Context: an optimization exercise on an open-source flow, tuned for small area, a short achievable clock period and few clock cycles per item. The choices shown serve that exercise and are no tape-out recipe.
The RTL was checked by simulation tests, not by an equivalence proof against the original design.
Power is estimated from default activity; no workload was simulated.

`flow/config.mk`:
```
export PLATFORM = sky130hd
export DESIGN_NAME = pcie_dma_top
export DESIGN_NICKNAME = pcie_dma_top
export VERILOG_FILES = /design/flow/design.v
export SDC_FILE = /design/flow/constraint.sdc
export NUM_CORES = 4
export LEC_CHECK = 0
export CAP_MARGIN = 20
export CORE_MARGIN = 2
export CORE_UTILIZATION = 40
export SLEW_MARGIN = 20
```
`flow/constraint.sdc`:
```
create_clock -name core_clock -period 5.5 [get_ports {clk}]
set_input_delay 1.1000 -clock core_clock [delete_from_list [all_inputs] [get_ports {clk}]]
set_output_delay 1.1000 -clock core_clock [all_outputs]
set_load 0.01 [all_outputs]
```
`flow/design.v`:
```
`default_nettype none
package pcie_tlp_pkg;
    localparam int TLP_DATA_W  = 128;
    localparam int TLP_LEN_W   = 10;
    localparam int TLP_BCNT_W  = 12;
    localparam int TLP_LADDR_W = 7;
    localparam logic [7:0] FMT_TYPE_MRD32 = 8'h00;
    localparam logic [7:0] FMT_TYPE_MWR32 = 8'h40;
    localparam logic [7:0] FMT_TYPE_CPLD  = 8'h4a;
    localparam logic [2:0] CPL_STATUS_SC  = 3'b000;
    typedef struct packed {
        logic [31:0]            data;
        logic [29:0]            addr;
        logic [1:0]             addr_rsvd;
        logic [15:0]            req_id;
        logic [7:0]             tag;
        logic [3:0]             last_be;
        logic [3:0]             first_be;
        logic [7:0]             fmt_type;
        logic                   rsvd0;
        logic [2:0]             tc;
        logic [3:0]             rsvd1;
        logic                   td;
        logic                   ep;
        logic [1:0]             attr;
        logic [1:0]             at;
        logic [TLP_LEN_W-1:0]   length;
    } req_hdr_t;
    typedef struct packed {
        logic [31:0]            data;
        logic [15:0]            req_id;
        logic [7:0]             tag;
        logic                   rsvd2;
        logic [TLP_LADDR_W-1:0] lower_addr;
        logic [15:0]            cpl_id;
        logic [2:0]             status;
        logic                   bcm;
        logic [TLP_BCNT_W-1:0]  byte_cnt;
        logic [7:0]             fmt_type;
        logic                   rsvd0;
        logic [2:0]             tc;
        logic [3:0]             rsvd1;
        logic                   td;
        logic                   ep;
        logic [1:0]             attr;
        logic [1:0]             at;
        logic [TLP_LEN_W-1:0]   length;
    } cpl_hdr_t;
    typedef union packed {
        req_hdr_t req;
        cpl_hdr_t cpl;
    } tlp_hdr_u;
endpackage
`default_nettype wire
`default_nettype none
package dma_mem_pkg;
    localparam int MEM_WORD_W     = 32;
    localparam int MEM_BE_W       = 4;
    localparam int DEF_ADDR_WIDTH = 6;
    localparam int DEF_CPL_DEPTH  = 4;
    localparam int CPL_LO_W  = 5;
    localparam int CPL_IDX_W = 12;
    localparam int CPL_REQ_W = 3 + 2 + 16 + 8 + CPL_LO_W + CPL_IDX_W;
endpackage
`default_nettype wire
`timescale 1ns/1ns
`default_nettype none
module tlp_rx_parser #(
    parameter int ADDR_WIDTH = dma_mem_pkg::DEF_ADDR_WIDTH
)(
    input  wire                                clk,
    input  wire                                i_rst_n,
    input  wire                                i_axis_master_tvld,
    output logic                               o_axis_master_trdy,
    input  wire [pcie_tlp_pkg::TLP_DATA_W-1:0] i_axis_master_tdata,
    input  wire                                i_axis_master_tlast,
    input  wire                                i_fifo_full,
    input  wire                                i_fifo_empty,
    input  wire                                i_cpl_busy,
    output logic                               o_mem_wr_en,
    output logic [ADDR_WIDTH-1:0]              o_mem_wr_addr,
    output logic [dma_mem_pkg::MEM_WORD_W-1:0] o_mem_wr_data,
    output logic [dma_mem_pkg::MEM_BE_W-1:0]   o_mem_wr_be,
    output logic                               o_req_push,
    output logic [dma_mem_pkg::CPL_REQ_W-1:0]  o_req_data
);
    pcie_tlp_pkg::tlp_hdr_u   hdr;
    logic       rx_en;
    logic       discard_q;
    logic       beat_ok;
    logic       is_mwr;
    logic       is_mrd;
    logic       accept;
    assign hdr = i_axis_master_tdata;
    assign beat_ok = !discard_q && i_axis_master_tlast
                     && (hdr.req.length == pcie_tlp_pkg::TLP_LEN_W'(1));
    assign is_mwr  = (hdr.req.fmt_type == pcie_tlp_pkg::FMT_TYPE_MWR32);
    assign is_mrd  = (hdr.req.fmt_type == pcie_tlp_pkg::FMT_TYPE_MRD32);
    always_comb
    begin
        o_axis_master_trdy = rx_en && !i_fifo_full;
        if (!discard_q && is_mwr && (!i_fifo_empty || i_cpl_busy))
            o_axis_master_trdy = 1'b0;
    end
    assign accept = i_axis_master_tvld && o_axis_master_trdy;
    assign o_req_push = accept && beat_ok && is_mrd;
    assign o_req_data = {hdr.req.tc, hdr.req.attr, hdr.req.req_id, hdr.req.tag,
                         hdr.req.addr[dma_mem_pkg::CPL_LO_W-1:0],
                         dma_mem_pkg::CPL_IDX_W'(hdr.req.addr[ADDR_WIDTH-1:0])};
    always_ff @(posedge clk or negedge i_rst_n)
    begin
        if (!i_rst_n)
        begin
            rx_en       <= 1'b0;
            discard_q   <= 1'b0;
            o_mem_wr_en <= 1'b0;
        end
        else
        begin
            rx_en       <= 1'b1;
            o_mem_wr_en <= accept && beat_ok && is_mwr;
            if (accept)
                discard_q <= !i_axis_master_tlast;
        end
    end
    always_ff @(posedge clk)
    begin
        if (accept)
        begin
            o_mem_wr_addr <= hdr.req.addr[ADDR_WIDTH-1:0];
            o_mem_wr_data <= hdr.req.data;
            o_mem_wr_be   <= hdr.req.first_be;
        end
    end
endmodule
`default_nettype wire
`timescale 1ns/1ns
`default_nettype none
module bar_mem #(
    parameter int ADDR_WIDTH = dma_mem_pkg::DEF_ADDR_WIDTH
)(
    input  wire                                clk,
    input  wire                                i_rst_n,
    input  wire                                i_wr_en,
    input  wire [ADDR_WIDTH-1:0]               i_wr_addr,
    input  wire [dma_mem_pkg::MEM_WORD_W-1:0]  i_wr_data,
    input  wire [dma_mem_pkg::MEM_BE_W-1:0]    i_wr_be,
    input  wire                                i_rd_en,
    input  wire [ADDR_WIDTH-1:0]               i_rd_addr,
    output logic [dma_mem_pkg::MEM_WORD_W-1:0] o_rd_data
);
    localparam int DEPTH = 2 ** ADDR_WIDTH;
    logic [dma_mem_pkg::MEM_WORD_W-1:0] mem [DEPTH];
    always_ff @(posedge clk or negedge i_rst_n)
    begin
        if (!i_rst_n)
        begin
            for (int i = 0; i < DEPTH; i++)
                mem[i] <= '0;
        end
        else if (i_wr_en)
        begin
            for (int b = 0; b < dma_mem_pkg::MEM_BE_W; b++)
                if (i_wr_be[b])
                    mem[i_wr_addr][b*8 +: 8] <= i_wr_data[b*8 +: 8];
        end
    end
    always_ff @(posedge clk)
    begin
        if (i_rd_en)
            o_rd_data <= mem[i_rd_addr];
    end
endmodule
`default_nettype wire
`timescale 1ns/1ns
`default_nettype none
module cpl_req_fifo #(
    parameter int CPL_DEPTH = dma_mem_pkg::DEF_CPL_DEPTH
)(
    input  wire                               clk,
    input  wire                               i_rst_n,
    input  wire                               i_push,
    input  wire [dma_mem_pkg::CPL_REQ_W-1:0]  i_push_data,
    input  wire                               i_pop,
    output logic [dma_mem_pkg::CPL_REQ_W-1:0] o_pop_data,
    output logic                              o_empty,
    output logic                              o_full
);
    localparam int PTR_W = (CPL_DEPTH > 1) ? $clog2(CPL_DEPTH) : 1;
    logic [dma_mem_pkg::CPL_REQ_W-1:0] buf_q [CPL_DEPTH];
    logic [PTR_W-1:0]     wr_ptr;
    logic [PTR_W-1:0]     rd_ptr;
    logic [PTR_W:0]       count;
    logic                 push_ok;
    logic                 pop_ok;
    assign o_empty    = (count == '0);
    assign o_full     = (count == (PTR_W+1)'(CPL_DEPTH));
    assign push_ok    = i_push && !o_full;
    assign pop_ok     = i_pop && !o_empty;
    assign o_pop_data = buf_q[rd_ptr];
    always_ff @(posedge clk or negedge i_rst_n)
    begin
        if (!i_rst_n)
        begin
            wr_ptr <= '0;
            rd_ptr <= '0;
            count  <= '0;
        end
        else
        begin
            if (push_ok)
                wr_ptr <= (wr_ptr == PTR_W'(CPL_DEPTH-1)) ? '0 : wr_ptr + 1'b1;
            if (pop_ok)
                rd_ptr <= (rd_ptr == PTR_W'(CPL_DEPTH-1)) ? '0 : rd_ptr + 1'b1;
            if (push_ok && !pop_ok)
                count <= count + 1'b1;
            else if (pop_ok && !push_ok)
                count <= count - 1'b1;
        end
    end
    always_ff @(posedge clk)
    begin
        if (push_ok)
            buf_q[wr_ptr] <= i_push_data;
    end
endmodule
`default_nettype wire
`timescale 1ns/1ns
`default_nettype none
module cpl_tx_builder #(
    parameter int ADDR_WIDTH = dma_mem_pkg::DEF_ADDR_WIDTH
)(
    input  wire                                 clk,
    input  wire                                 i_rst_n,
    input  wire [7:0]                           i_cfg_pbus_num,
    input  wire [4:0]                           i_cfg_pbus_dev_num,
    input  wire                                 i_fifo_empty,
    output logic                                o_fifo_pop,
    input  wire [dma_mem_pkg::CPL_REQ_W-1:0]    i_req_data,
    output logic                                o_mem_rd_en,
    output logic [ADDR_WIDTH-1:0]               o_mem_rd_addr,
    input  wire [dma_mem_pkg::MEM_WORD_W-1:0]   i_mem_rd_data,
    output logic                                o_cpl_busy,
    output logic                                o_axis_slave_tvld,
    input  wire                                 i_axis_slave_trdy,
    output logic [pcie_tlp_pkg::TLP_DATA_W-1:0] o_axis_slave_tdata,
    output logic                                o_axis_slave_tlast
);
    localparam logic [1:0] ST_IDLE = 2'd0;
    localparam logic [1:0] ST_READ = 2'd1;
    localparam logic [1:0] ST_SEND = 2'd2;
    logic [1:0]           state;
    logic [dma_mem_pkg::CPL_REQ_W-1:0] req_q;
    logic [2:0]           rq_tc;
    logic [1:0]           rq_attr;
    logic [15:0]          rq_id;
    logic [7:0]           rq_tag;
    logic [dma_mem_pkg::CPL_LO_W-1:0]  rq_lo;
    logic [dma_mem_pkg::CPL_IDX_W-1:0] rq_idx;
    pcie_tlp_pkg::tlp_hdr_u             beat;
    assign {rq_tc, rq_attr, rq_id, rq_tag, rq_lo, rq_idx} = req_q;
    assign o_fifo_pop         = (state == ST_IDLE) && !i_fifo_empty;
    assign o_mem_rd_en        = (state == ST_READ);
    assign o_mem_rd_addr      = rq_idx[ADDR_WIDTH-1:0];
    assign o_cpl_busy         = (state != ST_IDLE);
    assign o_axis_slave_tvld  = (state == ST_SEND);
    assign o_axis_slave_tlast = 1'b1;
    assign o_axis_slave_tdata = beat;
    always_ff @(posedge clk or negedge i_rst_n)
    begin
        if (!i_rst_n)
            state <= ST_IDLE;
        else
        begin
            case (state)
                ST_IDLE: if (!i_fifo_empty) state <= ST_READ;
                ST_READ: state <= ST_SEND;
                ST_SEND: if (i_axis_slave_trdy) state <= ST_IDLE;
                default: state <= ST_IDLE;
            endcase
        end
    end
    always_ff @(posedge clk)
    begin
        if (o_fifo_pop)
            req_q <= i_req_data;
    end
    always_comb
    begin
        beat                = '0;
        beat.cpl.fmt_type   = pcie_tlp_pkg::FMT_TYPE_CPLD;
        beat.cpl.tc         = rq_tc;
        beat.cpl.attr       = rq_attr;
        beat.cpl.length     = pcie_tlp_pkg::TLP_LEN_W'(1);
        beat.cpl.cpl_id     = {i_cfg_pbus_num, i_cfg_pbus_dev_num, 3'b000};
        beat.cpl.status     = pcie_tlp_pkg::CPL_STATUS_SC;
        beat.cpl.byte_cnt   = pcie_tlp_pkg::TLP_BCNT_W'(4);
        beat.cpl.req_id     = rq_id;
        beat.cpl.tag        = rq_tag;
        beat.cpl.lower_addr = {rq_lo, 2'b00};
        beat.cpl.data       = i_mem_rd_data;
    end
endmodule
`default_nettype wire
`timescale 1ns/1ns
`default_nettype none
module pcie_dma_top #(
    parameter int ADDR_WIDTH = dma_mem_pkg::DEF_ADDR_WIDTH,
    parameter int CPL_DEPTH  = dma_mem_pkg::DEF_CPL_DEPTH
)(
    input  wire                                 clk,
    input  wire                                 i_rst_n,
    input  wire [7:0]                           i_cfg_pbus_num,
    input  wire [4:0]                           i_cfg_pbus_dev_num,
    input  wire                                 i_axis_master_tvld,
    output logic                                o_axis_master_trdy,
    input  wire [pcie_tlp_pkg::TLP_DATA_W-1:0]  i_axis_master_tdata,
    input  wire [3:0]                           i_axis_master_tkeep,
    input  wire                                 i_axis_master_tlast,
    input  wire                                 i_axis_slave_trdy,
    output logic                                o_axis_slave_tvld,
    output logic [pcie_tlp_pkg::TLP_DATA_W-1:0] o_axis_slave_tdata,
    output logic                                o_axis_slave_tlast
);
    logic                   mem_wr_en;
    logic [ADDR_WIDTH-1:0]  mem_wr_addr;
    logic [dma_mem_pkg::MEM_WORD_W-1:0]  mem_wr_data;
    logic [dma_mem_pkg::MEM_BE_W-1:0]    mem_wr_be;
    logic                   mem_rd_en;
    logic [ADDR_WIDTH-1:0]  mem_rd_addr;
    logic [dma_mem_pkg::MEM_WORD_W-1:0]  mem_rd_data;
    logic                   req_push;
    logic [dma_mem_pkg::CPL_REQ_W-1:0]   req_push_data;
    logic                   req_pop;
    logic [dma_mem_pkg::CPL_REQ_W-1:0]   req_pop_data;
    logic                   fifo_empty;
    logic                   fifo_full;
    logic                   cpl_busy;
    tlp_rx_parser #(
        .ADDR_WIDTH         (ADDR_WIDTH)
    ) u_tlp_rx_parser (
        .clk                (clk),
        .i_rst_n            (i_rst_n),
        .i_axis_master_tvld (i_axis_master_tvld),
        .o_axis_master_trdy (o_axis_master_trdy),
        .i_axis_master_tdata(i_axis_master_tdata),
        .i_axis_master_tlast(i_axis_master_tlast),
        .i_fifo_full        (fifo_full),
        .i_fifo_empty       (fifo_empty),
        .i_cpl_busy         (cpl_busy),
        .o_mem_wr_en        (mem_wr_en),
        .o_mem_wr_addr      (mem_wr_addr),
        .o_mem_wr_data      (mem_wr_data),
        .o_mem_wr_be        (mem_wr_be),
        .o_req_push         (req_push),
        .o_req_data         (req_push_data)
    );
    bar_mem #(
        .ADDR_WIDTH         (ADDR_WIDTH)
    ) u_bar_mem (
        .clk                (clk),
        .i_rst_n            (i_rst_n),
        .i_wr_en            (mem_wr_en),
        .i_wr_addr          (mem_wr_addr),
        .i_wr_data          (mem_wr_data),
        .i_wr_be            (mem_wr_be),
        .i_rd_en            (mem_rd_en),
        .i_rd_addr          (mem_rd_addr),
        .o_rd_data          (mem_rd_data)
    );
    cpl_req_fifo #(
        .CPL_DEPTH          (CPL_DEPTH)
    ) u_cpl_req_fifo (
        .clk                (clk),
        .i_rst_n            (i_rst_n),
        .i_push             (req_push),
        .i_push_data        (req_push_data),
        .i_pop              (req_pop),
        .o_pop_data         (req_pop_data),
        .o_empty            (fifo_empty),
        .o_full             (fifo_full)
    );
    cpl_tx_builder #(
        .ADDR_WIDTH         (ADDR_WIDTH)
    ) u_cpl_tx_builder (
        .clk                (clk),
        .i_rst_n            (i_rst_n),
        .i_cfg_pbus_num     (i_cfg_pbus_num),
        .i_cfg_pbus_dev_num (i_cfg_pbus_dev_num),
        .i_fifo_empty       (fifo_empty),
        .o_fifo_pop         (req_pop),
        .i_req_data         (req_pop_data),
        .o_mem_rd_en        (mem_rd_en),
        .o_mem_rd_addr      (mem_rd_addr),
        .i_mem_rd_data      (mem_rd_data),
        .o_cpl_busy         (cpl_busy),
        .o_axis_slave_tvld  (o_axis_slave_tvld),
        .i_axis_slave_trdy  (i_axis_slave_trdy),
        .o_axis_slave_tdata (o_axis_slave_tdata),
        .o_axis_slave_tlast (o_axis_slave_tlast)
    );
endmodule
`default_nettype wire
```
`flow/run.sh`:
```
#!/bin/bash
# synth_recipe.tcl (not shown) runs the flow's synth.tcl, then flattens the netlist and writes it again
# the make line also repeats each setting of config.mk as NAME=value (left out here)
make -C /OpenROAD-flow-scripts/flow DESIGN_CONFIG=/design/flow/config.mk WORK_HOME=/design/flow/orfs CLKGATE_MAP_FILE= SYNTH_SCRIPT=/design/flow/synth_recipe.tcl finish
```
==> impl_metrics.tcl <==
set metrics [dict create \
    drtIter0Drc 10510 \
    cp_max_fo 26 \
    use_met3_pct 12.49 \
    min_period_ns 4.626 \
    ys_types 70 \
    synthSimpleGateAreaFrac_pct 5.323 \
    met2_usage_pct 47.36 \
    synth_cells 7091 \
    wl_per_cell_um 39.37 \
    r2r_setup_slack_ns 0.87 \
    status "finished clean" \
    worstSetupPathType "flop to flop" \
    ctsResizeCount 0 \
    synthXorXnorAreaFrac_pct 0.02650 \
    maxSlewViolCount 0 \
    ff2ff_path_depth 7 \
    ys_warn_count 5 \
    root_buffer "clkbuf_16" \
    critPathArrivalTime_ns 5.22 \
    muxShareOfSynthArea_pct 24.79 \
    clk_latency_ns 0.92 \
    synth.top_cell.area_share_pct 51.98 \
    leakage_nw 54.13 \
    seqCellArea_mm2 0.05903 \
    synth_ff_type "dfrtp_1" \
    reg2reg_from "u_cpl_tx_builder.req_q[14]" \
    drt_drc_violations_left 0 \
    start_util_pct 40.28 \
    grt_pass1_wl_mm 576.1 \
    hold_viol 0 \
    core_area_mm2 0.2462 \
    cts_max_level 4 \
    ant_nets 0 \
    seq_area_frac_synth_pct 59.52 \
    ys_ff_latch 2309 \
    tightest_slew_ns 1.288 \
    multi_input_area_mm2 0.03853 \
    clock_path_buffers 3 \
    syn_area_mm2 0.09917 \
    holdBufCountCts 0 \
    gr-total-overflow 0 \
    busiest_layer "met2" \
    area_growth_pct 15.08 \
    io_pins 281 \
    power_density_mw_per_mm2 355.7 \
    syn_area_per_cell_um2 13.98 \
    nFillCells 21760 \
    synth.top_cells.by_area "dfrtp_1, mux2_2, edfxtp_1" \
    dp_hpwl_mm 270.8 \
    setup.worst_path.start_class "flop" \
    antenna_found_initial 41 \
    min_path_type "input pin to async pin" \
    portBuffers 161 \
    synth_top_family_by_area "multiplexers" \
    synth_compound_area_share_pct 7.655 \
    hold_ws_ns 0.1588 \
    synth_edf_count 249 \
    drive_above_1_share_pct 39.41 \
    cts_buffers 235 \
    final-setup-viol-count 0 \
    first_pass_iters 8 \
    cts.reportedPaths.clkPinSlew_ns 0.06 \
    use_met1_pct 43.04 \
    numClockSinks 2309 \
    cts_setup_buffers 0 \
    fin_nets 7444 \
    synthArstFlopShare_pct 89.22 \
    relSlewSlack_pct 14.01 \
    finalSetupTns_ns 0 \
    rsz0062_at_grt "no" \
    critPathLaunch "u_cpl_tx_builder.req_q[14]" \
    place_congestion 0.9988 \
    grt_use_total_pct 33.31 \
    grt_max_degree 168 \
    grt_pass1_vias 69070 \
    vias 71060 \
    die_h_um 501.9 \
    max_freq_ghz 0.2162 \
    routed_via_density 6.560 \
    ir_drop_uv 330.9 \
    ys_top_cells_by_count "mux2_2, dfrtp_1, a22oi_1" \
    required_ns 6.09 \
    die_x_um 501.9 \
    cts_tree "done" \
    wirelength_mm 426.4 \
    synth_most_common_cell "mux2_2" \
    finalCritPeriodShare_pct 84.11 \
    finClkSkew_ns 0.07991 \
    synth_top_cell_by_area "dfrtp_1" \
    synth_fa_ha_area_share_pct 0.09589 \
    die_area_mm2 0.2519 \
    cap_violations 0 \
    endpoint_kind "flop" \
    fp-row-count 182 \
    r2r_end "u_bar_mem.o_rd_data[25]" \
]
[layer usage]
layer / vias to the layer above / part of all wire (%)
met5: - / 0.064
met4: 38 / 7.0
met3: 1308 / 12
met2: 5047 / 42
met1: 37720 / 38
li1: 26950 / -
[power breakdown]
group | internal (W) | switching [W] | total (W)
Sequential | 0.0176 | 0.000280 | 0.0179
Clock | 0.00920 | 0.00713 | 0.0163
Combinational | 0.00150 | 0.00484 | 0.00634
[stage by stage]
stage | power (W) | instance area [um2] | cells | utilization (%) | setup slack, ns
after floorplan | 0.02039 | 99360 | 7140 | - | 0.2471
after global placement | 0.02423 | 106000 | 10350 | 43.06 | 1.155
after detailed placement | 0.02427 | 106100 | 10360 | 43.10 | 1.157
after CTS | 0.04039 | 113900 | 10790 | 46.29 | 1.124
after global routing | 0.04137 | 114000 | 10800 | 46.33 | 1.020
final | 0.04059 | 114100 | 10830 | 46.36 | 0.8741
[final cells by class]
class                      instances  area share, %
sequential                      2309          51.73
multi-input combinational       4260          33.76
clock buffer                     354          6.129
timing repair buffer             473          3.913
tap                             3312          3.631
clock inverter                    82         0.7434
antenna                           33        0.07236
inverter                           8        0.02631
[flip-flops by register name, summed over array words and instances, names as in the netlist]
register                       count
u_tlp_rx_parser.o_mem_wr_en        1
u_tlp_rx_parser.o_mem_wr_data     32
u_cpl_req_fifo.buf_q             140
u_tlp_rx_parser.o_mem_wr_addr      6
u_cpl_tx_builder.state             2
u_tlp_rx_parser.o_mem_wr_be        4
u_cpl_req_fifo.rd_ptr              2
u_cpl_req_fifo.count               3
u_bar_mem.o_rd_data               32
u_cpl_tx_builder.req_q            35
u_cpl_req_fifo.wr_ptr              2
u_bar_mem.mem                   2048
u_tlp_rx_parser.rx_en              1
u_tlp_rx_parser.discard_q          1
[worst max-delay path: stages, from the launching register on]
cell and delay (ns):
edfxtp_1 0.96, buf_4 0.41, and4bb_4 0.40, and2_4 0.56, a22oi_1 0.63, nand4_1 0.21, nor4_1 0.91, a21oi_1 0.17
[worst max-delay path by stage]
| stage | cells past startpoint | slack [ns] | to |
|---|---|---|---|
| 3_3_place_gp | 8 | 1.15 | u_bar_mem.o_rd_data[21] |
| 6_report | 7 | 0.87 | u_bar_mem.o_rd_data[25] |
| 4_1_cts | 8 | 1.12 | u_bar_mem.o_rd_data[17] |
| 3_5_place_dp | 8 | 1.16 | u_bar_mem.o_rd_data[21] |
| 2_1_floorplan | 7 | 0.25 | u_cpl_req_fifo.buf_q[3][12] |
| 5_1_grt | 9 | 1.02 | u_bar_mem.o_rd_data[10] |
[cells by family (layout without fill, tap and decap cells)]
group                    Yosys count  count (layout)
flip-flops                      2309            2309
other                              2              84
AND/OR/NAND/NOR                 1035            1035
adder cells (fa/ha/maj)            7               7
multiplexers                    2152            2152
XOR/XNOR                           3               3
buffers and inverters            571             917
AO/OA/AOI/OAI                   1012            1012
[cells in the final DEF (no fill, tap or decap), drive strengths merged, types with 15 or more instances in the layout]
master,n
mux4,35
a22o,36
edfxtp,249
a2111oi,44
nor3,32
a31oi,15
nor2,238
nand4,146
a22oi,780
clkbuf,354
a32oi,21
inv,18
clkinv,58
conb,51
diode,33
nor4,59
mux2,2081
mux2i,36
and2,19
nand2,276
dfrtp,2060
and3,134
buf,313
nand3,68
clkdlybuf4s50,160
a21oi,72
Testbench counts, summed over its fixed seeds: cycles 40,862, items 16,000.

[port drivers added, routing unchanged]
No port has a modelled driver above. Below, the same layout with a new extraction and two added sets of constraints. Step 1: set_driving_cell puts a clkbuf_16 on clk and a buf_2 on each other input, an assumption about the parent block. Step 2 times the ports against the registers' clock, not the clock port: input delays grow and output delays shrink by t, the midpoint of the rising clock arrivals with the driver on. Slacks: ideal ports / drivers / drivers and shift; pairs: ideal ports / drivers.
t, ns: 0.990
slack for setup (ns): 0.874 / 0.874 / 0.874
slew at the worst register clock pin (ns): 0.07 / 0.07
worst slew at a driven data input, ns: 0.08
cell pins on the clock port's net: 1
After both steps this run still meets setup and hold. For this run, drivers alone change the setup slack by 0.000 ns; drivers and shift together by 0.000 ns.
